Background: an optimization exercise with open tools, aiming at small area and a short achievable clock period. Do not read the settings as production practice.
No functional check of the RTL was part of any run shown here.
Power and IR drop assume default switching activity.

==> design/flow/design.v <==
`timescale 1ns/100ps
`default_nettype none
module rob_top (
	input wire clk,
	input wire rst_n,
	input wire pipe_flush,
	input wire [1:0] disp_valid,
	input wire [105:0] disp_pkt,
	output wire [1:0] disp_ready,
	output wire [9:0] resp_tag,
	input wire [1:0] wb_valid,
	input wire [9:0] wb_tag,
	input wire wb_br_misp,
	input wire wb_br_dir,
	input wire [31:0] wb_redirect_pc,
	output wire [1:0] ret_valid,
	output wire [181:0] ret_pkt
);
	localparam int PW = 49;  
	localparam int SW = PW + 7;
	localparam int S_V = 0;
	localparam int S_C = 1;
	localparam int S_EX0 = 2;
	localparam int S_EX1 = 3;
	localparam int S_MIS = 4;
	localparam int S_DIR = 5;
	localparam int S_BR = 6;
	localparam int S_PAY = 7;
	logic [4:0] h_q, h1_q, t_q, t1_q;
	logic [4:0] cnt_q;  
	logic rdy0_q, rdy1_q;  
	logic rv0_q, rv1_q;  
	logic [7:0] er_q, or_q;  
	logic [7:0] pe_q, po_q;  
	logic hp_q;  
	logic [15:0] v_q;     
	logic [15:0] br_q;    
	logic [15:0] dir_q;   
	logic [15:0] mis_q;   
	logic [15:0] st1_q;
	logic [15:0] st0_q;
	logic [16*PW-1:0] pay_q;
	logic [SW-1:0] l0_q, l1_q;  
	logic [S_BR:0] c2_q, c3_q;  
	logic mp_q;
	logic [4:0] mp_tag_q;
	logic [31:0] mp_pc_q;
	logic [31:0] redir;
	assign redir = mp_pc_q;
	assign disp_ready = {rdy1_q, rdy0_q} & {2{!pipe_flush}};
	assign resp_tag = {t1_q, t_q};
	assign ret_valid = {rv1_q, rv0_q};
	assign ret_pkt[90:0] = {l0_q[SW-1:S_PAY], h_q, l0_q[S_BR], l0_q[S_DIR], l0_q[S_MIS],
		l0_q[S_EX1], l0_q[S_EX0], redir};
	assign ret_pkt[181:91] = {l1_q[SW-1:S_PAY], h1_q, l1_q[S_BR], l1_q[S_DIR], l1_q[S_MIS],
		l1_q[S_EX1], l1_q[S_EX0], redir};
	logic acc0, acc1;
	assign acc0 = disp_valid[0] && rdy0_q && !pipe_flush;
	assign acc1 = disp_valid[1] && rdy1_q && !pipe_flush;
	function automatic logic [SW-1:0] wr_image(input logic [52:0] p);
		wr_image = {p[52:4], p[3], 1'b0, 1'b0, p[0], p[1] & !p[0], p[2] | p[1] | p[0], 1'b0};
	endfunction
	logic [SW-1:0] wi0, wi1;
	assign wi0 = wr_image(disp_pkt[52:0]);
	assign wi1 = wr_image(disp_pkt[105:53]);
	logic [SW-1:0] wr_e, wr_o;
	assign wr_e = t_q[0] ? wi1 : wi0;
	assign wr_o = t_q[0] ? wi0 : wi1;
	logic cut0, cut1, rflush;
	logic [1:0] rcnt;
	assign cut0 = l0_q[S_MIS] | l0_q[S_EX1] | l0_q[S_EX0];
	assign cut1 = l1_q[S_MIS] | l1_q[S_EX1] | l1_q[S_EX0];
	assign rflush = (rv0_q & cut0) | (rv1_q & cut1);
	assign rcnt = {rv1_q, rv0_q & !rv1_q};
	logic [4:0] age_diff;
	logic mp_upd;
	assign age_diff = wb_tag[4:0] - mp_tag_q;
	assign mp_upd = wb_valid[0] && wb_br_misp && (!mp_q || age_diff[4]);
	always_ff @(posedge clk) begin
		if (mp_upd) begin
			mp_tag_q <= wb_tag[4:0];
		end
	end
	always_ff @(posedge clk) begin
		if (mp_upd || !mp_q) begin
			mp_pc_q <= wb_redirect_pc & {32{mp_upd}};
		end
	end
	logic [SW-1:0] img [16];
	for (genvar i = 0; i < 16; i++) begin : g_slot
		localparam logic [3:0] IDX = 4'(i);
		wire [SW-1:0] wr = (i % 2 == 0) ? wr_e : wr_o;
		wire alloc = (acc0 && t_q[3:0] == IDX) || (acc1 && t1_q[3:0] == IDX);
		wire clr = (rv0_q && h_q[3:0] == IDX) || (rv1_q && h1_q[3:0] == IDX);
		wire wb0 = wb_valid[0] && wb_tag[3:0] == IDX;
		wire wb1 = wb_valid[1] && wb_tag[8:5] == IDX;
		always_ff @(posedge clk or negedge rst_n) begin
			if (!rst_n) begin
				v_q[i] <= 1'b0;
			end else if (pipe_flush) begin
				v_q[i] <= 1'b0;
			end else if (alloc) begin
				v_q[i] <= 1'b1;
			end else if (clr || rflush) begin
				v_q[i] <= 1'b0;
			end
		end
		always_ff @(posedge clk) begin
			if (!v_q[i]) begin
				pay_q[i*PW +: PW] <= wr[SW-1:S_PAY];
				br_q[i] <= wr[S_BR];
				st1_q[i] <= wr[S_EX1] | wr[S_EX0];
				st0_q[i] <= wr[S_EX1] | (wr[S_C] & !wr[S_EX0]);
				dir_q[i] <= 1'b0;
				mis_q[i] <= 1'b0;
			end else begin
				if (wb0 || wb1) begin
					st0_q[i] <= 1'b1;
				end
				if (wb0) begin
					dir_q[i] <= wb_br_dir;
					mis_q[i] <= wb_br_misp;
				end
			end
		end
		assign img[i] = {pay_q[i*PW +: PW], br_q[i], dir_q[i], mis_q[i], st1_q[i], st0_q[i],
			1'b0, v_q[i]};
	end
	function automatic logic [SW-1:0] decode_st(input logic [SW-1:0] raw);
		logic [SW-1:0] d;
		d = raw;
		d[S_EX1] = raw[S_EX1] & raw[S_EX0];
		d[S_EX0] = raw[S_EX1] & !raw[S_EX0];
		d[S_C] = raw[S_EX1] | raw[S_EX0];
		decode_st = d;
	endfunction
	function automatic logic [SW-1:0] next_image(input logic [SW-1:0] cur, input logic [SW-1:0] bus,
			input logic ws, input logic alloc, input logic wb0, input logic wb1, input logic kill,
			input logic cutall, input logic bdir, input logic bmis);
		logic [SW-1:0] n;
		if (ws) begin
			n = bus;
		end else begin
			n = cur;
			n[S_C] = cur[S_C] | wb0 | wb1;
			if (wb0) begin
				n[S_DIR] = bdir;
				n[S_MIS] = bmis;
			end
		end
		n[S_V] = !kill && (alloc || (cur[S_V] && !cutall));
		next_image = n;
	endfunction
	logic [5:0] w0k, w1k, alk, hit0k, hit1k;
	always_comb begin
		for (int k = 0; k < 6; k++) begin
			logic [3:0] hs;
			w0k[k] = cnt_q == 5'(k);
			w1k[k] = (k > 0) && cnt_q == 5'(k - 1);
			alk[k] = (acc0 & w0k[k]) | (acc1 & w1k[k]);
			hs = h_q[3:0] + 4'(k);
			hit0k[k] = wb_valid[0] && wb_tag[3:0] == hs;
			hit1k[k] = wb_valid[1] && wb_tag[8:5] == hs;
		end
	end
	logic [SW-1:0] rd_e, rd_o, cur0, cur1, l0_n, l1_n;
	always_comb begin
		rd_e = '0;
		rd_o = '0;
		for (int j = 0; j < 8; j++) begin
			rd_e = rd_e | ({SW{pe_q[j]}} & img[2*j]);
			rd_o = rd_o | ({SW{po_q[j]}} & img[2*j+1]);
		end
	end
	assign cur0 = decode_st(hp_q ? rd_o : rd_e);
	assign cur1 = decode_st(hp_q ? rd_e : rd_o);
	logic ws0, ws1, al0, al1, dh0, dh1;
	always_comb begin
		case (rcnt)
			2'd1: begin
				ws0 = w0k[1] | w1k[1];
				ws1 = w0k[2] | w1k[2];
				dh0 = hit0k[1];
				dh1 = hit0k[2];
			end
			2'd2: begin
				ws0 = w0k[2] | w1k[2];
				ws1 = w0k[3] | w1k[3];
				dh0 = hit0k[2];
				dh1 = hit0k[3];
			end
			default: begin
				ws0 = w0k[0] | w1k[0];
				ws1 = w0k[1] | w1k[1];
				dh0 = hit0k[0];
				dh1 = hit0k[1];
			end
		endcase
	end
	assign al0 = 1'b0;  
	assign al1 = 1'b0;
	assign l0_n = next_image(cur0, wi0, ws0, al0, dh0, 1'b0, pipe_flush, rflush, wb_br_dir,
		wb_br_misp);
	assign l1_n = next_image(cur1, (cnt_q == {3'd0, rcnt}) ? wi1 : wi0, ws1, al1, dh1, 1'b0,
		pipe_flush, rflush, wb_br_dir, wb_br_misp);
	logic [7:0] er2, or2;
	logic [SW-1:0] fe, fo;
	logic [SW-1:0] fk [6];
	assign er2 = {er_q[5:0], er_q[7:6]};
	assign or2 = {or_q[5:0], or_q[7:6]};
	always_comb begin
		fe = '0;
		fo = '0;
		for (int j = 0; j < 8; j++) begin
			fe = fe | ({SW{er2[j]}} & img[2*j]);
			fo = fo | ({SW{or2[j]}} & img[2*j+1]);
		end
	end
	assign fk[0] = {{PW{1'b0}}, l0_q[S_BR:S_V]};
	assign fk[1] = {{PW{1'b0}}, l1_q[S_BR:S_V]};
	assign fk[2] = {{PW{1'b0}}, c2_q};
	assign fk[3] = {{PW{1'b0}}, c3_q};
	assign fk[4] = decode_st(h_q[0] ? fo : fe);
	assign fk[5] = decode_st(h_q[0] ? fe : fo);
	logic [SW-1:0] nf [6];
	always_comb begin
		for (int k = 0; k < 6; k++) begin
			nf[k] = next_image(fk[k], w0k[k] ? wi0 : wi1, w0k[k] | w1k[k], alk[k], hit0k[k],
				hit1k[k], pipe_flush, rflush, wb_br_dir, wb_br_misp);
		end
	end
	logic [SW-1:0] g0_n, g1_n, g2_n, g3_n;
	always_comb begin
		case (rcnt)
			2'd1: begin
				g0_n = nf[1];
				g1_n = nf[2];
				g2_n = nf[3];
				g3_n = nf[4];
			end
			2'd2: begin
				g0_n = nf[2];
				g1_n = nf[3];
				g2_n = nf[4];
				g3_n = nf[5];
			end
			default: begin
				g0_n = nf[0];
				g1_n = nf[1];
				g2_n = nf[2];
				g3_n = nf[3];
			end
		endcase
	end
	logic rv0_n, rv1_n;
	assign rv0_n = g0_n[S_V] & g0_n[S_C];
	assign rv1_n = rv0_n & !(g0_n[S_MIS] | g0_n[S_EX1] | g0_n[S_EX0]) & g1_n[S_V] & g1_n[S_C] &
		!(g0_n[S_BR] & g1_n[S_BR]);
	always_ff @(posedge clk) begin
		l0_q[SW-1:S_DIR] <= l0_n[SW-1:S_DIR];
		l1_q[SW-1:S_DIR] <= l1_n[SW-1:S_DIR];
		l0_q[S_BR] <= g0_n[S_BR];
		l1_q[S_BR] <= g1_n[S_BR];
		l0_q[S_MIS:S_C] <= g0_n[S_MIS:S_C];
		l1_q[S_MIS:S_C] <= g1_n[S_MIS:S_C];
		c2_q[S_BR:S_C] <= g2_n[S_BR:S_C];
		c3_q[S_BR:S_C] <= g3_n[S_BR:S_C];
	end
	logic [4:0] h_n, cnt_n;
	logic mp_n;
	logic eadv, oadv, eadv_n, oadv_n;
	logic [7:0] er_n, or_n;
	assign h_n = h_q + {3'd0, rcnt};
	assign cnt_n = cnt_q + {4'd0, acc0} + {4'd0, acc1} - {3'd0, rcnt};
	assign mp_n = mp_q | mp_upd;
	assign eadv = rv1_q | (rv0_q & !h_q[0]);
	assign oadv = rv1_q | (rv0_q & h_q[0]);
	assign er_n = eadv ? {er_q[6:0], er_q[7]} : er_q;
	assign or_n = oadv ? {or_q[6:0], or_q[7]} : or_q;
	assign eadv_n = rv1_n | (rv0_n & !h_n[0]);
	assign oadv_n = rv1_n | (rv0_n & h_n[0]);
	always_ff @(posedge clk or negedge rst_n) begin
		if (!rst_n) begin
			h_q <= 5'd0;
			h1_q <= 5'd1;
			t_q <= 5'd0;
			t1_q <= 5'd1;
			cnt_q <= 5'd0;
			rdy0_q <= 1'b1;
			rdy1_q <= 1'b1;
			rv0_q <= 1'b0;
			rv1_q <= 1'b0;
			er_q <= 8'b1;
			or_q <= 8'b1;
			pe_q <= 8'b1;
			po_q <= 8'b1;
			hp_q <= 1'b0;
			mp_q <= 1'b0;
			l0_q[S_V] <= 1'b0;
			l1_q[S_V] <= 1'b0;
			c2_q[S_V] <= 1'b0;
			c3_q[S_V] <= 1'b0;
		end else if (pipe_flush) begin
			h_q <= 5'd0;
			h1_q <= 5'd1;
			t_q <= 5'd0;
			t1_q <= 5'd1;
			cnt_q <= 5'd0;
			rdy0_q <= 1'b1;
			rdy1_q <= 1'b1;
			rv0_q <= 1'b0;
			rv1_q <= 1'b0;
			er_q <= 8'b1;
			or_q <= 8'b1;
			pe_q <= 8'b1;
			po_q <= 8'b1;
			hp_q <= 1'b0;
			mp_q <= 1'b0;
			l0_q[S_V] <= 1'b0;
			l1_q[S_V] <= 1'b0;
			c2_q[S_V] <= 1'b0;
			c3_q[S_V] <= 1'b0;
		end else begin
			h_q <= h_n;
			h1_q <= h1_q + {3'd0, rcnt};
			t_q <= t_q + {4'd0, acc0} + {4'd0, acc1};
			t1_q <= t1_q + {4'd0, acc0} + {4'd0, acc1};
			cnt_q <= cnt_n;
			rdy0_q <= !mp_n && cnt_n != 5'd16;
			rdy1_q <= !mp_n && cnt_n < 5'd15;
			rv0_q <= rv0_n;
			rv1_q <= rv1_n;
			er_q <= er_n;
			or_q <= or_n;
			pe_q <= eadv_n ? {er_n[6:0], er_n[7]} : er_n;
			po_q <= oadv_n ? {or_n[6:0], or_n[7]} : or_n;
			hp_q <= h_n[0] ^ (rv0_n & !rv1_n);
			mp_q <= mp_n;
			l0_q[S_V] <= g0_n[S_V];
			l1_q[S_V] <= g1_n[S_V];
			c2_q[S_V] <= g2_n[S_V];
			c3_q[S_V] <= g3_n[S_V];
		end
	end
endmodule
`default_nettype wire
==> design/flow/flow/run.sh <==
#!/bin/bash
# The standard layout (standard.sh), with plain buf_1 cells as the port buffers instead of the
# buffer_ports default. Make's output goes to standard_flow.log; each ORFS step keeps its own
# log under orfs/logs/.
set -euo pipefail
export BUFFER_PORTS_ARGS="-buffer_cell sky130_fd_sc_hd__buf_1"
bash standard.sh finish > standard_flow.log 2>&1
==> design/flow/standard.sh <==
#!/bin/bash
# synth_recipe.tcl (not shown) runs the flow's synth.tcl, then flattens the netlist and writes it again
# the make line also repeats each setting of config.mk as NAME=value (left out here)
make -C /OpenROAD-flow-scripts/flow DESIGN_CONFIG=/design/flow/config.mk WORK_HOME=/design/flow/orfs CLKGATE_MAP_FILE= SYNTH_SCRIPT=/design/flow/synth_recipe.tcl "${@:-finish}"
==> design/flow/config.mk <==
export PLATFORM = sky130hd
export DESIGN_NAME = rob_top
export DESIGN_NICKNAME = rob_top
export VERILOG_FILES = /design/flow/design.v
export SDC_FILE = /design/flow/constraint.sdc
export NUM_CORES = 4
export LEC_CHECK = 0
export CAP_MARGIN = 20
export CORE_MARGIN = 2
export CORE_UTILIZATION = 40
export CTS_BUF_LIST = sky130_fd_sc_hd__clkbuf_16
export CTS_CLUSTER_DIAMETER = 60
export CTS_CLUSTER_SIZE = 20
export SETUP_SLACK_MARGIN = 2.9
export SLEW_MARGIN = 20
==> design/flow/constraint.sdc <==
create_clock -name core_clock -period 5.5 [get_ports {clk}]
set_input_delay 1.1000 -clock core_clock [delete_from_list [all_inputs] [get_ports {clk}]]
set_output_delay 1.1000 -clock core_clock [all_outputs]
set_load 0.01 [all_outputs]
==> flow_metrics.py, run 1 <==
metrics = {
    "hold_path": {
        "min_from": "dir_q[0]",
        "timing.hold.worst.class": "reg -> reg",
    },
    "worst_setup_path": {
        "crit_required_ps": 6060,
        "crit-reg2reg-launch": "h_q[1]",
        "rrSetupSlack_ps": 2280,
        "worstPathMaxFanout": 6,
        "crit_path_start": "h_q[1]",
        "critPathArrivalTime_ps": 3790,
        "timing.setup.critical_path_class": "reg -> reg",
        "startpoint_class": "flop",
        "critical_path.endpoint_type": "flop",
    },
    "pwr": {
        "power.net_switching_w": 0.00936,
        "power.leakage_nw": 18.7,
        "worst_ir_drop_vdd_uv": 389,
        "switching_share_pct": 33.9,
        "power.combinational.fraction_pct": 28.6,
        "sequential_share_of_power_pct": 45.2,
        "p_per_area_nw_per_um2": 519,
        "power.share.clock_pct": 26.2,
        "power_report.internal_total_w": 0.0182,
    },
    "layout": {
        "area_of_the_multi_input_gates_um2": 13900,
        "post_route_cells_drive_above_1_share_pct": 15.8,
        "regArea_um2": 31300,
        "nFillCells": 10100,
        "final_net_count": 3773,
        "post-route-util_pct": 46.6,
        "syn_to_final_growth_pct": 15.9,
    },
    "grt": {
        "grt_use_met2_pct": 35.8,
        "grt_pass1_vias": 29600,
        "grt_most_used_layer": "met2",
        "largest_net_degree_at_the_start_of_global_routing": 100,
        "grt_use_total_pct": 23.3,
        "grt_antenna_before_repair": 8,
        "met1_usage_pct": 34.3,
        "overflow": 0,
        "grt.met3_usage_pct": 3.96,
        "grt_pass1_wl_um": 203000,
    },
    "yosys": {
        "postSynth.asyncResetShare_pct": 7.52,
        "synth-seq-area-share_pct": 68.1,
        "syn-instance-count": 3281,
        "syn_area_um2": 45900,
        "dominantRegCellSynth": "edfxtp_1",
        "ys_seq_elements": 1104,
        "synth_enable_flop_cells": 869,
        "ys.warnings.count": 4,
        "avgSynthCellArea_um2": 14.0,
        "yosysUniqueCellTypes": 101,
        "syn_nets": 3471,
    },
    "timing": {
        "final-max-slew-violation-count": 0,
        "clock-skew-final_ps": 36.8,
        "setup_violations": 0,
        "final_min_period_over_clock_period_pct": 58.6,
        "final.setup.tns_ps": 0,
        "max_clock_freq_mhz": 310,
        "timing_hold_violations_final": 0,
        "max_slew.worst_pin.slew_ps": 1120,
        "timing.max_slew.rel_slack_pct": 25.3,
        "rsz0062_at_grt": "yes",
        "finalWorstPathRequiredPeriod_ps": 3220,
    },
    "place": {
        "portbufs": 351,
        "gp_routability_congestion": 0.886,
        "detailed_place_hpwl_um": 81200,
    },
    "detailed_routing": {
        "routed-via-count": 30800,
        "via_density": 5.95,
        "detail_route.drc_violations": 0,
        "detail_route.first_pass.iterations": 5,
        "routed_wire_length_per_instance_um": 27.4,
        "detail-route-antenna-nets": 0,
        "number_of_drc_markers_after_the_initial_detailed_route_iteration": 3177,
        "drt_wl_total_um": 142000,
    },
    "run": {
        "max_cap_viols": 0,
    },
    "floorplanning": {
        "start_util_pct": 40.2,
        "dieHeight_um": 343,
        "io_pins": 353,
        "area_of_the_core_region_um2": 114000,
        "die-width_um": 343,
        "row_count": 124,
        "design.die.area_um2": 117000,
    },
    "clock_tree": {
        "worstSkewPairLatency_ps": 700,
        "clkSlewWorstSetupHoldPaths_ps": 70,
        "cts_tree": "yes",
        "clock-sinks": 1104,
        "clock-root-buffer": "clkbuf_16",
        "ctsLongestPathBuffers": 3,
        "cts-buffers-inserted": 95,
        "cts-htree-levels": 3,
    },
    "run_status": {
        "status": "finished clean",
    },
}
-- cell type report --
class | count | share of cell area (%)
tap | 1512 | 3.56
clock inverter | 79 | 1.73
clock buffer | 98 | 4.61
multi-input combinational | 1868 | 26.2
timing repair buffer | 467 | 4.72
antenna | 3 | 0.0141
sequential | 1104 | 58.8
inverter | 47 | 0.355
-- synthesized netlist by cell type (all sizes together), types with 8 or more instances --
cell type  number  area share (%)
edfxtp        869              57
a22oi         451             7.4
mux2i         178             3.9
nand2         171             1.5
clkbuf        169             1.4
nor2          157             1.3
a21oi         152             1.7
dfxtp         152             6.6
mux2          107             2.6
buf            96             1.3
nand4          90             1.2
o21ai          89             1.0
dfrtp          75             4.1
nand3          56            0.62
inv            46            0.39
and2           38            0.52
nor3           34            0.40
nor2b          30            0.41
o211ai         30            0.49
ha             27            0.74
xnor2          27            0.53
and4           21            0.40
xor2           19            0.42
o2111ai        18            0.36
a31oi          15            0.26
or3            10            0.14
nand2b          9            0.12
a32oi           8            0.15
dfstp           8            0.46
-- power groups by stage --
stage          clock (W)  sequential, W  combinational [W]
2_1_floorplan          0         0.0124            0.00461
3_3_place_gp           0         0.0126            0.00687
3_5_place_dp           0         0.0127            0.00689
4_1_cts          0.00734         0.0125            0.00738
5_1_grt          0.00763         0.0127            0.00845
6_report         0.00723         0.0125            0.00789
-- placed cells by master, fill, tap and decap left out, drive strengths merged, types with 7 or more instances in the layout --
cell type,instances
a21o,7
a21oi,152
a22oi,451
a31oi,15
a32oi,8
and2,38
and4,21
buf,461
bufinv,9
clkbuf,102
clkinv,27
clkinvlp,10
dfrtp,75
dfstp,8
dfxtp,152
edfxtp,869
ha,27
inv,80
mux2,107
mux2i,178
nand2,173
nand2b,9
nand3,57
nand4,90
nor2,157
nor2b,30
nor3,34
nor3b,7
nor4,7
o2111ai,18
o211ai,30
o21ai,90
or3,10
xnor2,27
xor2,19
-- kinds of logic after synthesis --
group / Yosys count / share of synthesized area [%]
mux: 285 / 6.51
flops: 1104 / 68.1
simple gates: 657 / 7.32
fa+ha+maj: 33 / 0.998
xor+xnor: 47 / 1.00
compound gates: 842 / 12.9
buf+inv: 313 / 3.17
-- repair_timing --
action / 4_1_cts / 5_1_grt
resized for setup: 92 / 65
pin swaps: 34 / 21
setup endpoints to repair: 497 / 159
hold buffers: 0 / 0
gates cloned: 4 / 2
buffers inserted: 41 / 21
-- layer usage --
layer,share of wire (%),vias up
met5,0.020,-
met4,2.4,4
met3,9.2,220
met2,45,1514
met1,43,15700
li1,-,13400
-- state kept, by name, indices dropped and copies added (netlist names), 16 cells and up --
| register | flops |
|---|---|
| l1_q | 56 |
| st1_q | 16 |
| st0_q | 16 |
| mp_pc_q | 32 |
| mis_q | 16 |
| l0_q | 56 |
| br_q | 16 |
| dir_q | 16 |
| pay_q | 784 |
| v_q | 16 |
-- critical path, cell delays in order, from the launching register on --
cell        delay [ps]
dfrtp_1            350
buf_8              130
clkinvlp_4         130
ha_4               250
xnor2_1            120
or4_4              570
o22ai_4            180
o32a_4             200
o211a_4            220
nand2_8             90
and3_1             170
o41a_1             400
a221o_1            260
-- stage by stage --
| stage | worst slack [ps] | power (W) | cells | area, um^2 | hold WS, ps |
|---|---|---|---|---|---|
| 3_3_place_gp | 1180 | 0.0195 | 4930 | 48400 | 448 |
| 6_report | 2280 | 0.0276 | 5178 | 53200 | 465 |
| 4_1_cts | 2290 | 0.0272 | 5152 | 52600 | 466 |
| 2_1_floorplan | 2030 | 0.0170 | 3281 | 46000 | 437 |
| 3_5_place_dp | 1190 | 0.0196 | 4930 | 48400 | 455 |
| 5_1_grt | 2200 | 0.0287 | 5175 | 53200 | 490 |
-- worst paths after layout --
kind | endpoint | cells after the start
setup / recovery | pe_q[2] | 12
hold / removal | dir_q[0] | 2
setup reg to reg | pe_q[2] | 12
min in group asynchronous | v_q[15] | 1
hold reg to reg | dir_q[0] | 2
max in group asynchronous | t1_q[0] | 2
==> run 2: changes to the inputs <==
--- a/design/flow/config.mk
+++ b/design/flow/config.mk
@@ -9,7 +9,7 @@
 export CORE_MARGIN = 2
 export CORE_UTILIZATION = 40
-export CTS_BUF_LIST = sky130_fd_sc_hd__clkbuf_16
-export CTS_CLUSTER_DIAMETER = 60
-export CTS_CLUSTER_SIZE = 20
+export CTS_BUF_LIST = sky130_fd_sc_hd__clkbuf_8
+export CTS_CLUSTER_DIAMETER = 50
+export CTS_CLUSTER_SIZE = 12
 export SETUP_SLACK_MARGIN = 2.9
 export SLEW_MARGIN = 20
==> run 2 against run 1 <==
  * Still clean
  * Count of clock-buffer cells in the layout is 34 higher
  * Synthesized cell count stayed put
  * Critical path depth stayed put
==> flow_metrics.py, run 2 <==
metrics = {
    "timing": {
        "timing.max_slew.rel_slack_pct": 23.7,
        "postLayoutSetupSlackWorst_ps": 2270,
        "max_clock_freq_mhz": 310,
        "timing_hold_violations_final": 0,
        "finalWorstPathRequiredPeriod_ps": 3230,
        "rsz0062_at_grt": "yes",
        "max_slew.worst_pin.slew_ps": 1140,
        "setup_violations": 0,
        "final.setup.tns_ps": 0,
        "final_min_period_over_clock_period_pct": 58.7,
        "clock-skew-final_ps": 44.7,
        "final-max-slew-violation-count": 0,
    },
    "worst_setup_path": {
        "startpoint_class": "flop",
        "timing.critical_path.cells": "buf_8 -> clkinvlp_4 -> ha_4 -> xnor2_1 -> or4_4 -> o22ai_4 -> o32a_4 -> o211a_4 -> nand2_8 -> and3_1 -> o41a_1 -> a221o_1",
        "critPathArrivalTime_ps": 3910,
        "worstPathMaxFanout": 6,
        "critical_path.endpoint_type": "flop",
        "crit_required_ps": 6180,
        "worst_path_max_delay_cell": "or4_4",
        "critPathTopFamily": "compound AO/OA/AOI/OAI gates",
        "timing.setup.critical_path_class": "reg -> reg",
        "critPathMaxStageDelay_ps": 580,
        "critPathBufInv": 2,
    },
    "place": {
        "pre_cts_ws_ps": 1190,
        "placedInstanceArea_um2": 48400,
        "post-place-cells": 4930,
        "gp_routability_congestion": 0.886,
        "detailed_place_hpwl_um": 81200,
        "portbufs": 351,
    },
    "floorplanning": {
        "die-width_um": 343,
        "area_of_the_core_region_um2": 114000,
        "io_pins": 353,
        "row_count": 124,
        "start_util_pct": 40.2,
        "design.die.area_um2": 117000,
        "dieHeight_um": 343,
    },
    "clock_tree": {
        "clock-sinks": 1104,
        "cts-buffers-inserted": 121,
        "cts-htree-levels": 3,
        "worstSkewPairLatency_ps": 830,
        "clkSlewWorstSetupHoldPaths_ps": 70,
        "clock-root-buffer": "clkbuf_8",
        "cts_tree": "yes",
        "ctsLongestPathBuffers": 3,
    },
    "grt": {
        "met1_usage_pct": 33.3,
        "grt_use_met2_pct": 36.1,
        "largest_net_degree_at_the_start_of_global_routing": 100,
        "grt.met3_usage_pct": 5.39,
        "overflow": 0,
        "grt_antenna_before_repair": 10,
        "grt_use_total_pct": 23.5,
        "grt_most_used_layer": "met2",
        "grt_pass1_wl_um": 203000,
        "grt_pass1_vias": 29800,
    },
    "pwr": {
        "power.net_switching_w": 0.00897,
        "sequential_share_of_power_pct": 47.6,
        "power.leakage_nw": 18.7,
        "p_per_area_nw_per_um2": 498,
        "power.share.clock_pct": 22.4,
        "switching_share_pct": 34.3,
        "worst_ir_drop_vdd_uv": 396,
        "power.combinational.fraction_pct": 30.1,
        "power_report.internal_total_w": 0.0172,
    },
    "layout": {
        "syn_to_final_growth_pct": 14.6,
        "finish.cell_count_without_fillers": 5249,
        "layout.cells.most_common_list": "edfxtp_1, a22oi_1, buf_1",
        "top_register": "pay_q",
        "final_net_count": 3813,
        "nFillCells": 10200,
        "post_route_cells_drive_above_1_share_pct": 16.4,
        "area_of_the_multi_input_gates_um2": 13800,
        "layout_top_registers": "pay_q: 784 flops, l0_q: 56 flops, l1_q: 56 flops",
        "regArea_um2": 31300,
        "largest_register_ffs": 784,
        "final_common_cell": "edfxtp_1",
        "finish.instance_area_um2": 52600,
        "post-route-util_pct": 46.1,
    },
    "yosys": {
        "avgSynthCellArea_um2": 14.0,
        "ys_seq_elements": 1104,
        "synth_enable_flop_cells": 869,
        "synth-seq-area-share_pct": 68.1,
        "syn-instance-count": 3281,
        "synth_area_leader_cell": "edfxtp_1",
        "yosysUniqueCellTypes": 101,
        "synth.most_common_cell": "edfxtp_1",
        "yosysTopAreaCellShare_pct": 56.9,
        "ranking_of_synthesized_cells_by_instance_count": "edfxtp_1, a22oi_1, mux2i_1",
        "ys.warnings.count": 4,
        "syn_nets": 3471,
        "dominantRegCellSynth": "edfxtp_1",
        "synth_top_cells_by_area": "edfxtp_1, a22oi_1, dfxtp_1",
        "syn_area_um2": 45900,
        "postSynth.asyncResetShare_pct": 7.52,
    },
    "detailed_routing": {
        "detail_route.first_pass.iterations": 5,
        "number_of_drc_markers_after_the_initial_detailed_route_iteration": 3452,
        "detail_route.drc_violations": 0,
        "drt_wl_total_um": 142000,
        "routed_wire_length_per_instance_um": 27.0,
        "via_density": 5.88,
        "routed-via-count": 30800,
        "detail-route-antenna-nets": 0,
    },
    "hold_path": {
        "timing.hold.worst.class": "in -> async",
    },
    "run_status": {
        "status": "finished clean",
    },
    "run": {
        "max_cap_viols": 0,
    },
}
[run 2: cells by family after synthesis]
logic type	count (synthesis)	synth area share, %
muxes	285	6.51
DFF	1104	68.1
xor gates and xnor gates	47	1.00
adders and majority gates	33	0.998
buffers and inverters	313	3.17
and+or+nand+nor	657	7.32
AOI/OAI and AO/OA	842	12.9
[run 2: per-layer routing]
layer	routed length (um)	share of wire, %
met2	63800	45
met5	57	0.040
met1	61100	43
met4	3740	2.6
met3	13200	9.3
[run 2: final cells by class]
class / instances / share of cell area (%)
Antenna cell: 5 / 0.0238
Clock buffer: 132 / 3.46
Tap cell: 1512 / 3.60
Multi-Input combinational cell: 1868 / 26.3
Sequential cell: 1104 / 59.6
Timing Repair Buffer: 481 / 5.12
Inverter: 47 / 0.359
Clock inverter: 100 / 1.52
[run 2: path summary, 6_finish.rpt]
path	start	end	slack (ps)	cells past startpoint
max in group asynchronous	rst_n	h1_q[0]	4140	2
setup reg to reg	h_q[1]	pe_q[2]	2270	12
hold / removal	rst_n	t1_q[3]	420	1
hold reg to reg	dir_q[0]	dir_q[0]	470	2
setup / recovery	h_q[1]	pe_q[2]	2270	12
min in group core_clock	dir_q[0]	dir_q[0]	470	2
[run 2: through the flow]
stage               hold WS (ps)  total power [W]
floorplan                    437           0.0170
global placement             448           0.0195
detailed placement           455           0.0196
CTS                          377           0.0259
global route                 446           0.0273
finish                       419           0.0262
[run 2: power groups by stage]
stage          clock network (W)  logic (W)  registers (W)
3_5_place_dp                   0    0.00689         0.0127
4_1_cts                  0.00596    0.00748         0.0124
5_1_grt                  0.00626    0.00844         0.0126
3_3_place_gp                   0    0.00687         0.0126
2_1_floorplan                  0    0.00461         0.0124
6_report                 0.00585    0.00787         0.0124
[run 2: timing repair]
item                                    in CTS  in global routing
pin swaps                                   26                 30
hold endpoints to repair                     0                  0
buffers inserted                            46                 28
cloned                                       4                  4
resized for setup                           93                 83
endpoints found under the setup margin     498                383
hold buffers                                 0                  0
==> run 3: changes to the inputs <==
--- a/design/flow/design.v
+++ b/design/flow/design.v
@@ -28,4 +28,5 @@
 	localparam int S_PAY = 7;
 	logic [4:0] h_q, h1_q, t_q, t1_q;
+	logic [15:0] hx_q;  
 	logic [4:0] cnt_q;  
 	logic rdy0_q, rdy1_q;  
@@ -159,5 +160,5 @@
 			w1k[k] = (k > 0) && cnt_q == 5'(k - 1);
 			alk[k] = (acc0 & w0k[k]) | (acc1 & w1k[k]);
-			hs = h_q[3:0] + 4'(k);
+			hs = (k == 0) ? h_q[3:0] : (k == 1) ? h1_q[3:0] : hx_q[4*(k-2) +: 4];
 			hit0k[k] = wb_valid[0] && wb_tag[3:0] == hs;
 			hit1k[k] = wb_valid[1] && wb_tag[8:5] == hs;
@@ -284,4 +285,5 @@
 			h_q <= 5'd0;
 			h1_q <= 5'd1;
+			hx_q <= {4'd5, 4'd4, 4'd3, 4'd2};
 			t_q <= 5'd0;
 			t1_q <= 5'd1;
@@ -304,4 +306,5 @@
 			h_q <= 5'd0;
 			h1_q <= 5'd1;
+			hx_q <= {4'd5, 4'd4, 4'd3, 4'd2};
 			t_q <= 5'd0;
 			t1_q <= 5'd1;
@@ -324,4 +327,5 @@
 			h_q <= h_n;
 			h1_q <= h1_q + {3'd0, rcnt};
+			for (int k = 0; k < 4; k++) hx_q[4*k +: 4] <= hx_q[4*k +: 4] + {2'd0, rcnt};
 			t_q <= t_q + {4'd0, acc0} + {4'd0, acc1};
 			t1_q <= t1_q + {4'd0, acc0} + {4'd0, acc1};
--- a/design/flow/config.mk
+++ b/design/flow/config.mk
@@ -12,4 +12,4 @@
 export CTS_CLUSTER_DIAMETER = 50
 export CTS_CLUSTER_SIZE = 12
-export SETUP_SLACK_MARGIN = 2.9
+export SETUP_SLACK_MARGIN = 2.8
 export SLEW_MARGIN = 20
==> run 3 against run 2 <==
  * Count of clock-buffer cells in the layout rose by 10
  * Combinational power rose by 4.8%
  * Clock power is 2% higher
  * Clock skew decreased by 8.7 ps
  * Cell area is 0.90% higher
  * Utilization up 0.16 points
  * Routed wire length increased by 2.4%
  * Register-to-register slack better by 430 ps
  * Non-clock buffer count rose by 17
  * First-iteration DRC count is 2.1% higher
  * Highest routed layer unchanged
  * Synthesized area increased by 0.95%
  * Fmax grew 15%
==> flow_metrics.py, run 3 <==
metrics = {
    "run_status": {
        "status": "finished clean",
    },
    "worst_setup_path": {
        "critical_path.endpoint_type": "primary output",
        "timing.critical_path.cells": "buf_6 -> buf_12 -> buf_6",
        "path_common_cell": "buf_6",
        "critPathBufInv": 3,
        "critPathTopFamily": "flip-flops",
        "startpoint_class": "flop",
        "critPathArrivalTime_ps": 1720,
        "worstPathMaxFanout": 4,
        "critPathMaxStageDelay_ps": 490,
        "worst_path_max_delay_cell": "dfrtp_2",
        "timing.setup.critical_path_class": "reg -> out",
        "crit_required_ps": 4400,
    },
    "floorplanning": {
        "die-width_um": 344,
        "row_count": 124,
        "dieHeight_um": 344,
        "io_pins": 353,
        "design.die.area_um2": 119000,
        "start_util_pct": 40.4,
        "area_of_the_core_region_um2": 115000,
    },
    "layout": {
        "area_of_the_multi_input_gates_um2": 13700,
        "nFillCells": 10200,
        "layout_top_registers": "pay_q: 784 flops, l0_q: 56 flops, l1_q: 56 flops",
        "finish.instance_area_um2": 53000,
        "regArea_um2": 31700,
        "layout.cells.most_common_list": "edfxtp_1, a22oi_1, buf_1",
        "post_route_cells_drive_above_1_share_pct": 16.2,
        "final_net_count": 3857,
        "top_register": "pay_q",
        "final_common_cell": "edfxtp_1",
        "finish.cell_count_without_fillers": 5280,
        "syn_to_final_growth_pct": 14.5,
        "largest_register_ffs": 784,
    },
    "yosys": {
        "synth-seq-area-share_pct": 68.3,
        "ys_seq_elements": 1120,
        "syn_area_um2": 46300,
        "avgSynthCellArea_um2": 14.1,
        "ranking_of_synthesized_cells_by_instance_count": "edfxtp_1, a22oi_1, mux2i_1",
        "postSynth.asyncResetShare_pct": 8.84,
        "yosysTopAreaCellShare_pct": 56.3,
        "ys.warnings.count": 4,
        "synth_area_leader_cell": "edfxtp_1",
        "synth_enable_flop_cells": 869,
        "syn-instance-count": 3296,
        "syn_nets": 3485,
        "synth.most_common_cell": "edfxtp_1",
        "dominantRegCellSynth": "edfxtp_1",
        "synth_top_cells_by_area": "edfxtp_1, a22oi_1, dfxtp_1",
        "yosysUniqueCellTypes": 79,
    },
    "timing": {
        "postLayoutSetupSlackWorst_ps": 2680,
        "hold-worst-slack_ps": 263,
        "finalWorstPathRequiredPeriod_ps": 2820,
        "timing.max_slew.rel_slack_pct": 23.4,
        "setup_violations": 0,
        "rsz0062_at_grt": "yes",
        "final-max-slew-violation-count": 0,
        "final.setup.tns_ps": 0,
        "max_slew.worst_pin.slew_ps": 1150,
        "clock-skew-final_ps": 36.0,
        "final_min_period_over_clock_period_pct": 51.2,
        "max_clock_freq_mhz": 355,
        "timing_hold_violations_final": 0,
    },
    "place": {
        "gp_routability_congestion": 0.873,
        "portbufs": 351,
        "post-place-cells": 4962,
        "detailed_place_hpwl_um": 85100,
        "placedInstanceArea_um2": 49000,
        "pre_cts_ws_ps": 1140,
    },
    "clock_tree": {
        "clock-root-buffer": "clkbuf_8",
        "worstSkewPairLatency_ps": 850,
        "cts_tree": "yes",
        "cts-buffers-inserted": 130,
        "ctsHoldBuffers": 0,
        "cts-htree-levels": 4,
        "clkSlewWorstSetupHoldPaths_ps": 80,
        "clock-sinks": 1120,
        "ctsLongestPathBuffers": 3,
    },
    "detailed_routing": {
        "via_density": 5.95,
        "drt_wl_total_um": 145000,
        "routed_wire_length_per_instance_um": 27.5,
        "routed-via-count": 31400,
        "number_of_drc_markers_after_the_initial_detailed_route_iteration": 3525,
        "detail_route.first_pass.iterations": 5,
        "detail-route-antenna-nets": 0,
        "detail_route.drc_violations": 0,
    },
    "pwr": {
        "power.leakage_nw": 19.2,
        "p_per_area_nw_per_um2": 505,
        "worst_ir_drop_vdd_uv": 888,
    },
    "grt": {
        "overflow": 0,
        "grt_antenna_before_repair": 13,
        "grt_pass1_vias": 30500,
        "largest_net_degree_at_the_start_of_global_routing": 100,
        "grt_use_total_pct": 24.0,
        "grt_pass1_wl_um": 208000,
    },
    "run": {
        "max_cap_viols": 0,
    },
    "hold_path": {
        "timing.hold.worst.class": "in -> async",
    },
}
[run 3: cell types whose count changed after synthesis, moves of 9 or more]
cell and change:
nand2_1 -46, mux2i_1 +35, nand4_1 +28, o21ai_0 -21, xor2_1 +20, o2111ai_1 -13
and4_1 -12, buf_2 +10, dfrtp_1 +10, nand2b_1 +10, nor2_1 +9, o21a_1 +9
[run 3: worst register-to-register path, cell delays in order (launching register included)]
cell      delay, ps
dfxtp_1         390
nor3_1          550
o21a_4          300
nand2_1          90
a21oi_1         290
a211oi_1        120
a21o_1          170
buf_4           220
inv_4           230
a211oi_2        110
nor4_2          240
[run 3: metrics by stage]
step / util (%) / power (W)
floorplan: - / 0.0172
global route: 46.2 / 0.0280
global placement: 42.7 / 0.0197
detailed placement: 42.7 / 0.0198
CTS: 45.9 / 0.0266
finish: 46.3 / 0.0268
[run 3: path summary, 6_finish.rpt]
path                               start            to  slack [ps]  cells after the start
worst max-delay path               rv0_q  ret_valid[0]        2680                      3
worst min-delay path               rst_n        h_q[1]         260                      1
worst max register to register   l0_q[4]       pe_q[0]        2700                     10
worst min register to register  dir_q[0]      dir_q[0]         480                      2
max in group asynchronous          rst_n       pe_q[5]        4260                      2
min in group core_clock         dir_q[0]      dir_q[0]         480                      2
[run 3: cells by family (layout without fill, tap and decap cells)]
group,Yosys count,after routing,synth area share [%]
AOI/OAI and AO/OA,791,793,11.8
other,0,3,0
adders and majority gates,32,32,1.01
muxes,323,323,7.29
DFF,1120,1120,68.3
and+or+nand+nor,651,652,7.28
buffers and inverters,311,777,3.01
xor gates and xnor gates,68,68,1.29
[run 3: area by class of cell]
| class | instances | share of cell area [%] |
|---|---|---|
| Sequential cell | 1120 | 59.8 |
| Clock buffer | 142 | 3.69 |
| Antenna cell | 3 | 0.0142 |
| Timing Repair inverter | 1 | 0.0165 |
| Multi-Input combinational cell | 1868 | 25.8 |
| Clock inverter | 87 | 1.32 |
| Tap cell | 1512 | 3.57 |
| Timing Repair Buffer | 498 | 5.35 |
| Inverter | 49 | 0.427 |
[run 3: what timing repair did]
action	4_1_cts	5_1_grt
cloned	6	4
pin swaps	12	15
buffers inserted	63	13
resized for setup	90	52
setup endpoints to repair	436	80
[run 3: power breakdown]
part           internal [W]  switching [W]
registers            0.0116       0.000925
clock network       0.00279        0.00319
logic               0.00308        0.00518
[run 3: per-layer routing]
metal  part of all wire [%]  track usage [%]
met2                     44             35.9
met4                    2.3             6.71
met3                    9.4             4.76
met5                  0.062                0
met1                     44             35.6
==> run 4: changes to the inputs <==
--- a/design/flow/config.mk
+++ b/design/flow/config.mk
@@ -12,4 +12,4 @@
 export CTS_CLUSTER_DIAMETER = 50
 export CTS_CLUSTER_SIZE = 12
-export SETUP_SLACK_MARGIN = 2.8
+export SETUP_SLACK_MARGIN = 2.95
 export SLEW_MARGIN = 20
==> run 4 against run 3 <==
  * Final cell count up 0.78%
  * Via count increased by 0.72%
  * Worst hold slack worse by 140 ps
  * Cell area increased by 1.2%
  * Count of clock-buffer cells in the layout down 13
  * Synthesized area stayed put
  * Clock skew increased by 26 ps
  * Die area stayed put
  * Total power increased by 0.87%
  * Global-route usage rose by 0.28 points
  * Setup slack got worse by 69 ps
  * Sequential cell count unchanged
  * Critical path type is now reg -> reg
  * Largest power group unchanged
  * Highest routed layer unchanged
==> flow_metrics.py, run 4 <==
metrics = {
    "layout": {
        "syn_to_final_growth_pct": 15.9,
        "post_route_cells_drive_above_1_share_pct": 18.0,
        "final_common_cell": "edfxtp_1",
        "layout_top_registers": "pay_q: 784 flops, l0_q: 56 flops, l1_q: 56 flops",
        "layout.cells.most_common_list": "edfxtp_1, a22oi_1, buf_1",
        "final_net_count": 3886,
        "top_register": "pay_q",
        "largest_register_ffs": 784,
    },
    "floorplanning": {
        "die-width_um": 344,
        "row_count": 124,
        "dieHeight_um": 344,
        "io_pins": 353,
        "start_util_pct": 40.4,
        "design.die.area_um2": 119000,
        "area_of_the_core_region_um2": 115000,
    },
    "timing": {
        "max_slew.worst_pin.slew_ps": 1120,
        "timing.max_slew.rel_slack_pct": 25.2,
        "clock-skew-final_ps": 62.4,
        "finalWorstPathRequiredPeriod_ps": 2880,
        "max_clock_freq_mhz": 347,
        "timing_hold_violations_final": 0,
        "final_min_period_over_clock_period_pct": 52.5,
        "final-max-slew-violation-count": 0,
        "rsz0062_at_grt": "yes",
        "setup_violations": 0,
        "postLayoutSetupSlackWorst_ps": 2620,
        "final.setup.tns_ps": 0,
    },
    "place": {
        "detailed_place_hpwl_um": 85900,
        "portbufs": 351,
        "gp_routability_congestion": 0.878,
        "pre_cts_ws_ps": 1130,
    },
    "grt": {
        "largest_net_degree_at_the_start_of_global_routing": 100,
        "grt_antenna_before_repair": 16,
        "grt_use_total_pct": 24.3,
        "overflow": 0,
        "grt_pass1_vias": 30300,
        "grt_pass1_wl_um": 211000,
    },
    "pwr": {
        "worst_ir_drop_vdd_uv": 545,
        "power.leakage_nw": 19.7,
        "p_per_area_nw_per_um2": 503,
    },
    "yosys": {
        "ys.warnings.count": 4,
        "post_synth_mux_area_share_pct": 7.29,
        "avgSynthCellArea_um2": 14.1,
        "xor_and_xnor_fraction_of_the_mapped_netlist_area_pct": 1.29,
        "synth-seq-area-share_pct": 68.3,
        "yosysUniqueCellTypes": 79,
        "synth-simple-area-share_pct": 7.28,
        "ys_seq_elements": 1120,
        "syn-instance-count": 3296,
        "synth_compound_area_share_pct": 11.8,
        "postSynth.asyncResetShare_pct": 8.84,
        "yosysTopAreaCellShare_pct": 56.3,
        "syn_nets": 3485,
        "synth_enable_flop_cells": 869,
        "synth.most_common_cell": "edfxtp_1",
        "synth_top_cells_by_area": "edfxtp_1, a22oi_1, dfxtp_1",
        "synth_area_leader_cell": "edfxtp_1",
        "syn_area_um2": 46300,
        "dominantRegCellSynth": "edfxtp_1",
        "synth_adder_area_share_pct": 1.01,
        "ranking_of_synthesized_cells_by_instance_count": "edfxtp_1, a22oi_1, mux2i_1",
        "largest_family_of_logic_cells_by_synthesized_area": "compound AO/OA/AOI/OAI gates",
    },
    "hold_path": {
        "timing.hold.worst.class": "in -> async",
    },
    "detailed_routing": {
        "drt_wl_total_um": 147000,
        "number_of_drc_markers_after_the_initial_detailed_route_iteration": 3462,
        "routed-via-count": 31700,
        "detail-route-antenna-nets": 0,
        "via_density": 5.95,
        "detail_route.first_pass.iterations": 6,
        "detail_route.drc_violations": 0,
        "routed_wire_length_per_instance_um": 27.6,
    },
    "worst_setup_path": {
        "critPathArrivalTime_ps": 3630,
        "rr_endpoint": "pe_q[0]",
        "startpoint_class": "flop",
        "worst_setup_path_end": "pe_q[0]",
        "crit-reg2reg-launch": "cnt_q[3]",
        "crit_path_start": "cnt_q[3]",
        "crit_required_ps": 6250,
        "rrSetupSlack_ps": 2620,
        "critical_path.endpoint_type": "flop",
        "r2r_cells": 13,
        "timing.setup.critical_path_class": "reg -> reg",
        "worstPathMaxFanout": 5,
    },
    "clock_tree": {
        "worstSkewPairLatency_ps": 850,
        "cts_tree": "yes",
        "cts-htree-levels": 3,
        "cts-buffers-inserted": 121,
        "clkSlewWorstSetupHoldPaths_ps": 80,
        "clock-root-buffer": "clkbuf_8",
        "clock-sinks": 1120,
        "ctsLongestPathBuffers": 3,
        "ctsHoldBuffers": 0,
    },
    "run": {
        "max_cap_viols": 0,
    },
    "run_status": {
        "status": "finished clean",
    },
}
-- run 4: cell types whose count changed in the layout (fill, tap and decap cells not counted), moves of 4 or more --
cell	previous run	this run
buf_2	3	27
buf_6	20	26
dfxtp_1	152	138
buf_12	11	22
dfxtp_2	0	13
dfrtp_1	55	51
clkinv_1	6	0
bufbuf_16	3	8
inv_1	49	72
clkinvlp_4	12	8
clkbuf_8	142	129
buf_4	115	140
buf_1	337	300
-- run 4: report_power, final --
part           internal [W]  switching (W)  total [W]
registers            0.0117       0.000916     0.0126
clock network       0.00267        0.00315    0.00582
logic               0.00332        0.00531    0.00864
-- run 4: layer usage --
metal | vias to the layer above | global-route usage, % | routed length, um
met5 | - | 0 | 110
met4 | 16 | 6.97 | 3920
met3 | 270 | 5.18 | 14500
met2 | 1728 | 36.3 | 64200
met1 | 16000 | 35.7 | 64300
li1 | 13600 | - | -
-- run 4: area by class of cell --
cell class	instances	area, um^2
repair buffers	535	3460
flip-flops and latches	1120	31700
diodes	4	10.0
inverters	49	239
clock inverters	102	803
multi-input cells	1869	13800
fillers	10200	61000
well taps	1512	1890
repair inverters	1	6.26
clock buffers	129	1780
-- run 4: through the flow --
stage               util, %  total power, W  cell area, um^2  instances  hold slack [ps]
finish                 46.8          0.0270            53700       5321              125
global route           46.8          0.0282            53700       5320             96.1
CTS                    46.5          0.0267            53300       5294             67.3
detailed placement     42.7          0.0198            48900       4954              461
global placement       42.7          0.0197            48900       4954              461
floorplan                 -          0.0172            46500       3296              437
-- run 4: repair_timing --
item,CTS,global route
pin swaps,21,31
setup buffers,95,23
endpoints found under the setup margin,700,119
resized for setup,200,39
cloned,14,0
-- run 4: logic make-up (layout without fill, tap and decap cells) --
| group | Yosys count | after routing |
|---|---|---|
| flip-flops | 1120 | 1120 |
| AO/OA/AOI/OAI | 791 | 794 |
| AND/OR/NAND/NOR | 651 | 652 |
| multiplexers | 323 | 323 |
| buffers and inverters | 311 | 816 |
| XOR/XNOR | 68 | 68 |
| adder cells (fa/ha/maj) | 32 | 32 |
| other | 0 | 4 |
-- run 4: worst min-delay path by stage --
stage,endpoint,cells past startpoint,start,slack (ps)
2_1_floorplan,dir_q[0],2,dir_q[0],440
3_3_place_gp,mis_q[0],2,mis_q[0],460
3_5_place_dp,mis_q[0],2,mis_q[0],460
4_1_cts,h_q[2],1,rst_n,70
5_1_grt,h_q[2],1,rst_n,100
6_report,h_q[2],1,rst_n,120
-- run 4: worst max-delay path, stage by stage (launching register included) --
cell	delay, ps
dfrtp_1	420
inv_2	90
ha_4	160
nor4b_4	200
buf_6	160
buf_4	110
mux2i_1	240
o32ai_1	120
a21o_1	210
a211oi_4	240
buf_4	160
and4b_4	330
a211oi_1	100
nor4_1	280
==> run 5: changes to the inputs <==
--- a/design/flow/design.v
+++ b/design/flow/design.v
@@ -29,5 +29,8 @@
 	logic [4:0] h_q, h1_q, t_q, t1_q;
 	logic [15:0] hx_q;  
+	logic [4:0] ho_q, h1o_q, to_q, t1o_q;
+	logic rvo0_q, rvo1_q;
 	logic [4:0] cnt_q;  
+	logic [5:0] cq_q;  
 	logic rdy0_q, rdy1_q;  
 	logic rv0_q, rv1_q;  
@@ -50,9 +53,9 @@
 	assign redir = mp_pc_q;
 	assign disp_ready = {rdy1_q, rdy0_q} & {2{!pipe_flush}};
-	assign resp_tag = {t1_q, t_q};
-	assign ret_valid = {rv1_q, rv0_q};
-	assign ret_pkt[90:0] = {l0_q[SW-1:S_PAY], h_q, l0_q[S_BR], l0_q[S_DIR], l0_q[S_MIS],
+	assign resp_tag = {t1o_q, to_q};
+	assign ret_valid = {rvo1_q, rvo0_q};
+	assign ret_pkt[90:0] = {l0_q[SW-1:S_PAY], ho_q, l0_q[S_BR], l0_q[S_DIR], l0_q[S_MIS],
 		l0_q[S_EX1], l0_q[S_EX0], redir};
-	assign ret_pkt[181:91] = {l1_q[SW-1:S_PAY], h1_q, l1_q[S_BR], l1_q[S_DIR], l1_q[S_MIS],
+	assign ret_pkt[181:91] = {l1_q[SW-1:S_PAY], h1o_q, l1_q[S_BR], l1_q[S_DIR], l1_q[S_MIS],
 		l1_q[S_EX1], l1_q[S_EX0], redir};
 	logic acc0, acc1;
@@ -157,6 +160,6 @@
 		for (int k = 0; k < 6; k++) begin
 			logic [3:0] hs;
-			w0k[k] = cnt_q == 5'(k);
-			w1k[k] = (k > 0) && cnt_q == 5'(k - 1);
+			w0k[k] = cq_q[k];
+			w1k[k] = (k > 0) && cq_q[(k > 0) ? k - 1 : 0];
 			alk[k] = (acc0 & w0k[k]) | (acc1 & w1k[k]);
 			hs = (k == 0) ? h_q[3:0] : (k == 1) ? h1_q[3:0] : hx_q[4*(k-2) +: 4];
@@ -203,5 +206,5 @@
 	assign l0_n = next_image(cur0, wi0, ws0, al0, dh0, 1'b0, pipe_flush, rflush, wb_br_dir,
 		wb_br_misp);
-	assign l1_n = next_image(cur1, (cnt_q == {3'd0, rcnt}) ? wi1 : wi0, ws1, al1, dh1, 1'b0,
+	assign l1_n = next_image(cur1, (rcnt == 2'd2 ? cq_q[2] : rcnt == 2'd1 ? cq_q[1] : cq_q[0]) ? wi1 : wi0, ws1, al1, dh1, 1'b0,
 		pipe_flush, rflush, wb_br_dir, wb_br_misp);
 	logic [7:0] er2, or2;
@@ -254,4 +257,29 @@
 		endcase
 	end
+	logic [5:0] rdyk, pairk;
+	logic rvo0_n, rvo1_n;
+	always_comb begin
+		for (int k = 0; k < 6; k++) begin
+			rdyk[k] = nf[k][S_V] & nf[k][S_C];
+		end
+		for (int k = 0; k < 5; k++) begin
+			pairk[k] = rdyk[k] & rdyk[k+1] & !(nf[k][S_MIS] | nf[k][S_EX1] | nf[k][S_EX0]) &
+				!(nf[k][S_BR] & nf[k+1][S_BR]);
+		end
+		case (rcnt)
+			2'd1: begin
+				rvo0_n = rdyk[1];
+				rvo1_n = pairk[1];
+			end
+			2'd2: begin
+				rvo0_n = rdyk[2];
+				rvo1_n = pairk[2];
+			end
+			default: begin
+				rvo0_n = rdyk[0];
+				rvo1_n = pairk[0];
+			end
+		endcase
+	end
 	logic rv0_n, rv1_n;
 	assign rv0_n = g0_n[S_V] & g0_n[S_C];
@@ -289,4 +317,11 @@
 			t1_q <= 5'd1;
 			cnt_q <= 5'd0;
+			cq_q <= 6'b1;
+			rvo1_q <= 1'b0;
+			rvo0_q <= 1'b0;
+			t1o_q <= 5'd1;
+			to_q <= 5'd0;
+			h1o_q <= 5'd1;
+			ho_q <= 5'd0;
 			rdy0_q <= 1'b1;
 			rdy1_q <= 1'b1;
@@ -310,4 +345,11 @@
 			t1_q <= 5'd1;
 			cnt_q <= 5'd0;
+			cq_q <= 6'b1;
+			rvo1_q <= 1'b0;
+			rvo0_q <= 1'b0;
+			t1o_q <= 5'd1;
+			to_q <= 5'd0;
+			h1o_q <= 5'd1;
+			ho_q <= 5'd0;
 			rdy0_q <= 1'b1;
 			rdy1_q <= 1'b1;
@@ -331,4 +373,11 @@
 			t1_q <= t1_q + {4'd0, acc0} + {4'd0, acc1};
 			cnt_q <= cnt_n;
+			for (int k = 0; k < 6; k++) cq_q[k] <= cnt_n == 5'(k);
+			ho_q <= ho_q + {3'd0, rcnt};
+			h1o_q <= h1o_q + {3'd0, rcnt};
+			to_q <= to_q + {4'd0, acc0} + {4'd0, acc1};
+			t1o_q <= t1o_q + {4'd0, acc0} + {4'd0, acc1};
+			rvo0_q <= rvo0_n;
+			rvo1_q <= rvo1_n;
 			rdy0_q <= !mp_n && cnt_n != 5'd16;
 			rdy1_q <= !mp_n && cnt_n < 5'd15;
==> design/flow/flow/run.sh (replaced) <==
#!/bin/bash
# The standard layout (standard.sh) with two changes: plain buf_1 cells as the port buffers
# instead of the buffer_ports default, and a clock tree of clkbuf_8 cells under a clkbuf_16
# root with no dummy loads. Make's output goes to standard_flow.log; each ORFS step keeps its
# own log under orfs/logs/.
set -euo pipefail
export BUFFER_PORTS_ARGS="-buffer_cell sky130_fd_sc_hd__buf_1"
export CTS_ARGS="-sink_clustering_enable -repair_clock_nets -dont_use_dummy_load -root_buf sky130_fd_sc_hd__clkbuf_16 -buf_list sky130_fd_sc_hd__clkbuf_8 -sink_clustering_size 12 -sink_clustering_max_diameter 50"
bash standard.sh finish > standard_flow.log 2>&1
--- a/design/flow/config.mk
+++ b/design/flow/config.mk
@@ -9,7 +9,4 @@
 export CORE_MARGIN = 2
 export CORE_UTILIZATION = 40
-export CTS_BUF_LIST = sky130_fd_sc_hd__clkbuf_8
-export CTS_CLUSTER_DIAMETER = 50
-export CTS_CLUSTER_SIZE = 12
-export SETUP_SLACK_MARGIN = 2.95
+export SETUP_SLACK_MARGIN = 2.9
 export SLEW_MARGIN = 20
==> run 5 against run 4 <==
  * Still clean on timing, DRC and antenna
  * Setup slack worse by 370 ps
  * Via count decreased by 3.1%
  * Synthesized area is 1.0% higher
  * Clock skew increased by 30 ps
  * First-iteration DRC count fell by 6.8%
  * Global-route usage decreased by 0.88 points
  * Register-to-register slack got worse by 240 ps
  * Clock power decreased by 15%
  * Sequential power about the same
  * Critical path depth decreased by 2
  * Largest cell class unchanged
  * Highest routed layer unchanged
==> flow_metrics.py, run 5 <==
metrics = {
    "run_status": {
        "status": "finished clean",
    },
    "floorplanning": {
        "io_pins": 353,
        "dieHeight_um": 346,
        "die-width_um": 346,
        "design.die.area_um2": 120000,
        "row_count": 125,
        "start_util_pct": 40.3,
        "area_of_the_core_region_um2": 116000,
    },
    "worst_setup_path": {
        "r2r_cells": 10,
        "timing.setup.critical_path_class": "in -> reg",
        "worst_path_max_delay_cell": "or4_4",
        "startpoint_class": "input pin",
        "crit_path_start": "pipe_flush",
        "timing.critical_path.cells": "buf_8 -> and3b_4 -> buf_4 -> buf_6 -> a222oi_1 -> a2111o_1 -> a211o_1 -> or4_4 -> a21oi_4 -> buf_12 -> mux2_4",
        "critPathArrivalTime_ps": 3800,
        "rrSetupSlack_ps": 2380,
        "worst_setup_path_end": "pe_q[1]",
        "critPathBufInv": 4,
        "rr_endpoint": "pe_q[1]",
        "worstPathMaxFanout": 7,
        "crit_required_ps": 6040,
        "crit-reg2reg-launch": "rdy0_q",
        "critical_path_depth": 11,
        "critPathMaxStageDelay_ps": 510,
        "critPathTopFamily": "compound AO/OA/AOI/OAI gates",
        "critical_path.endpoint_type": "flop",
    },
    "yosys": {
        "synth.most_common_cell": "edfxtp_1",
        "ys_seq_elements": 1144,
        "synth_enable_flop_cells": 869,
        "ys.warnings.count": 4,
        "ranking_of_synthesized_cells_by_instance_count": "edfxtp_1, a22oi_1, nand2_1",
        "synth-seq-area-share_pct": 68.9,
        "syn-instance-count": 3303,
        "yosysUniqueCellTypes": 72,
        "synth_area_leader_cell": "edfxtp_1",
        "yosysTopAreaCellShare_pct": 55.8,
        "postSynth.asyncResetShare_pct": 10.8,
        "syn_area_um2": 46800,
        "syn_nets": 3502,
        "synth_top_cells_by_area": "edfxtp_1, a22oi_1, dfxtp_1",
        "dominantRegCellSynth": "edfxtp_1",
        "avgSynthCellArea_um2": 14.2,
    },
    "layout": {
        "final_net_count": 3860,
        "post_route_cells_drive_above_1_share_pct": 14.2,
        "post-route-util_pct": 45.3,
        "layout_top_registers": "pay_q: 784 flops, l0_q: 56 flops, l1_q: 56 flops",
        "final_common_cell": "edfxtp_1",
        "layout.cells.most_common_list": "edfxtp_1, a22oi_1, buf_1",
        "top_register": "pay_q",
        "nFillCells": 10400,
        "finish.cell_count_without_fillers": 5187,
        "area_of_the_multi_input_gates_um2": 13700,
        "regArea_um2": 32300,
        "largest_register_ffs": 784,
        "syn_to_final_growth_pct": 12.4,
    },
    "timing": {
        "final-max-slew-violation-count": 0,
        "max_clock_freq_mhz": 307,
        "max_slew.worst_pin.slew_ps": 1110,
        "timing.max_slew.rel_slack_pct": 26.1,
        "clock-skew-final_ps": 92.6,
        "timing_hold_violations_final": 0,
        "final_min_period_over_clock_period_pct": 59.2,
        "finalWorstPathRequiredPeriod_ps": 3260,
        "rsz0062_at_grt": "yes",
        "setup_violations": 0,
        "final.setup.tns_ps": 0,
        "hold-worst-slack_ps": 475,
    },
    "detailed_routing": {
        "via_density": 5.92,
        "routed_wire_length_per_instance_um": 27.9,
        "detail_route.drc_violations": 0,
        "drt_wl_total_um": 145000,
        "detail_route.first_pass.iterations": 7,
        "number_of_drc_markers_after_the_initial_detailed_route_iteration": 3225,
        "routed-via-count": 30700,
        "detail-route-antenna-nets": 0,
    },
    "place": {
        "gp_routability_congestion": 0.843,
        "detailed_place_hpwl_um": 85300,
        "portbufs": 351,
        "post-place-cells": 4989,
    },
    "run": {
        "max_cap_viols": 0,
    },
    "grt": {
        "grt_pass1_wl_um": 206000,
        "grt_antenna_before_repair": 12,
        "largest_net_degree_at_the_start_of_global_routing": 100,
        "grt_pass1_vias": 30000,
        "grt_use_total_pct": 23.4,
        "overflow": 0,
    },
    "clock_tree": {
        "clock-root-buffer": "clkbuf_16",
        "ctsHoldBuffers": 0,
        "clkSlewWorstSetupHoldPaths_ps": 70,
        "cts-htree-levels": 4,
        "ctsLongestPathBuffers": 3,
        "worstSkewPairLatency_ps": 720,
        "cts-buffers-inserted": 130,
        "cts_tree": "yes",
        "clock-sinks": 1144,
    },
    "pwr": {
        "power.net_switching_w": 0.00829,
        "power_report.internal_total_w": 0.0166,
        "power.leakage_nw": 18.8,
        "worst_ir_drop_vdd_uv": 382,
        "sequential_share_of_power_pct": 51.8,
        "p_per_area_nw_per_um2": 473,
        "power.share.clock_pct": 19.8,
        "power.combinational.fraction_pct": 28.4,
        "switching_share_pct": 33.3,
    },
    "hold_path": {
        "timing.hold.worst.class": "reg -> reg",
    },
}
-- run 5: cell count changes after synthesis, sizes merged, moves of 19 or more --
cell	delta
nor2	-40
o21ai	+58
mux2i	-19
nand3	-24
nand4	-23
nand2	+90
dfrtp	+21
a21oi	-35
-- run 5: per-stage QoR --
stage	setup WS (ps)	total power [W]	cell area (um^2)
2_1_floorplan	1820	0.0168	47200
3_3_place_gp	981	0.0193	49700
3_5_place_dp	946	0.0194	49700
4_1_cts	2300	0.0246	52100
5_1_grt	2250	0.0260	52600
6_report	2240	0.0249	52600
-- run 5: area by class of cell --
class                      instances  area share, %
sequential                      1144           61.4
multi-input combinational       1854           26.1
timing repair buffer             477           5.01
tap                             1524           3.63
clock buffer                     130           3.43
inverter                          54          0.431
antenna                            4         0.0190
-- run 5: what timing repair did --
| item | CTS | global route |
|---|---|---|
| buffers inserted | 34 | 23 |
| endpoints found under the setup margin | 684 | 130 |
| gates resized for setup | 68 | 50 |
| pin swaps | 22 | 19 |
| cloned | 4 | 3 |
-- run 5: layer usage --
layer  up-vias  track usage, %  routed length (um)
met5         -               0                  96
met4        14            7.05                3690
met3       248            6.01               14500
met2      1571            35.1               63700
met1     15500            33.4               62800
li1      13300               -                   -
-- run 5: logic make-up after synthesis --
logic type                 synth area share (%)
DFF                                        68.9
xor gates and xnor gates                   1.48
and+or+nand+nor                            6.74
muxes                                      7.00
AOI/OAI and AO/OA                          11.6
adders and majority gates                  1.35
buffers and inverters                      2.90
-- run 5: power groups by stage --
stage / Clock (W) / Sequential [W] / Combinational, W
global route: 0.00533 / 0.0131 / 0.00756
finish: 0.00492 / 0.0129 / 0.00705
global placement: 0 / 0.0130 / 0.00626
CTS: 0.00502 / 0.0129 / 0.00673
floorplan: 0 / 0.0127 / 0.00414
detailed placement: 0 / 0.0131 / 0.00631
-- run 5: tightest hold or removal path: stages (launching register included) --
cell     delay (ps)
dfxtp_1         300
o21ai_0          60
a21oi_1          60
-- run 5: worst min path at each step --
| stage | start | to | slack (ps) | cells past startpoint |
|---|---|---|---|---|
| final | dir_q[15] | dir_q[15] | 480 | 2 |
| after global routing | dir_q[0] | dir_q[0] | 490 | 2 |
| after CTS | dir_q[0] | dir_q[0] | 470 | 2 |
| after detailed placement | dir_q[0] | dir_q[0] | 470 | 2 |
| after global placement | dir_q[15] | dir_q[15] | 460 | 2 |
| after floorplan | dir_q[0] | dir_q[0] | 440 | 2 |

[separate check: timing with driven ports]
How much do the figures lean on ideal ports? The routed layouts below were timed once more, with nothing changed but the port constraints.
Step 1 assumes that a clkbuf_16 drives the clock port and a buf_2 every other input.
Step 2 moves the port delays by t, midway between the first and last clock arrival at a register: inputs arrive t later, outputs are due t later. That takes back most of the time a late clock gives input paths.
Three values: no drivers, after step 1, after step 2; two values: the first two.
run | t, ns | slack for setup (ns) | clock arrival spread, ns
run 1 | 0.754 | 2.276 / 2.270 / 1.517 | 0.038 / 0.037
run 2 | 0.882 | 2.272 / 2.272 / 1.444 | 0.050 / 0.050
run 3 | 0.904 | 2.685 / 2.611 / 1.813 | 0.044 / 0.044
run 4 | 0.889 | 2.615 / 2.615 / 1.824 | 0.076 / 0.075
run 5 | 0.738 | 2.244 / 2.279 / 1.541 | 0.107 / 0.107
After both steps every run listed still meets setup and hold. For run 3, which loses most, drivers alone change the setup slack by -0.074 ns; drivers and shift together by -0.872 ns.
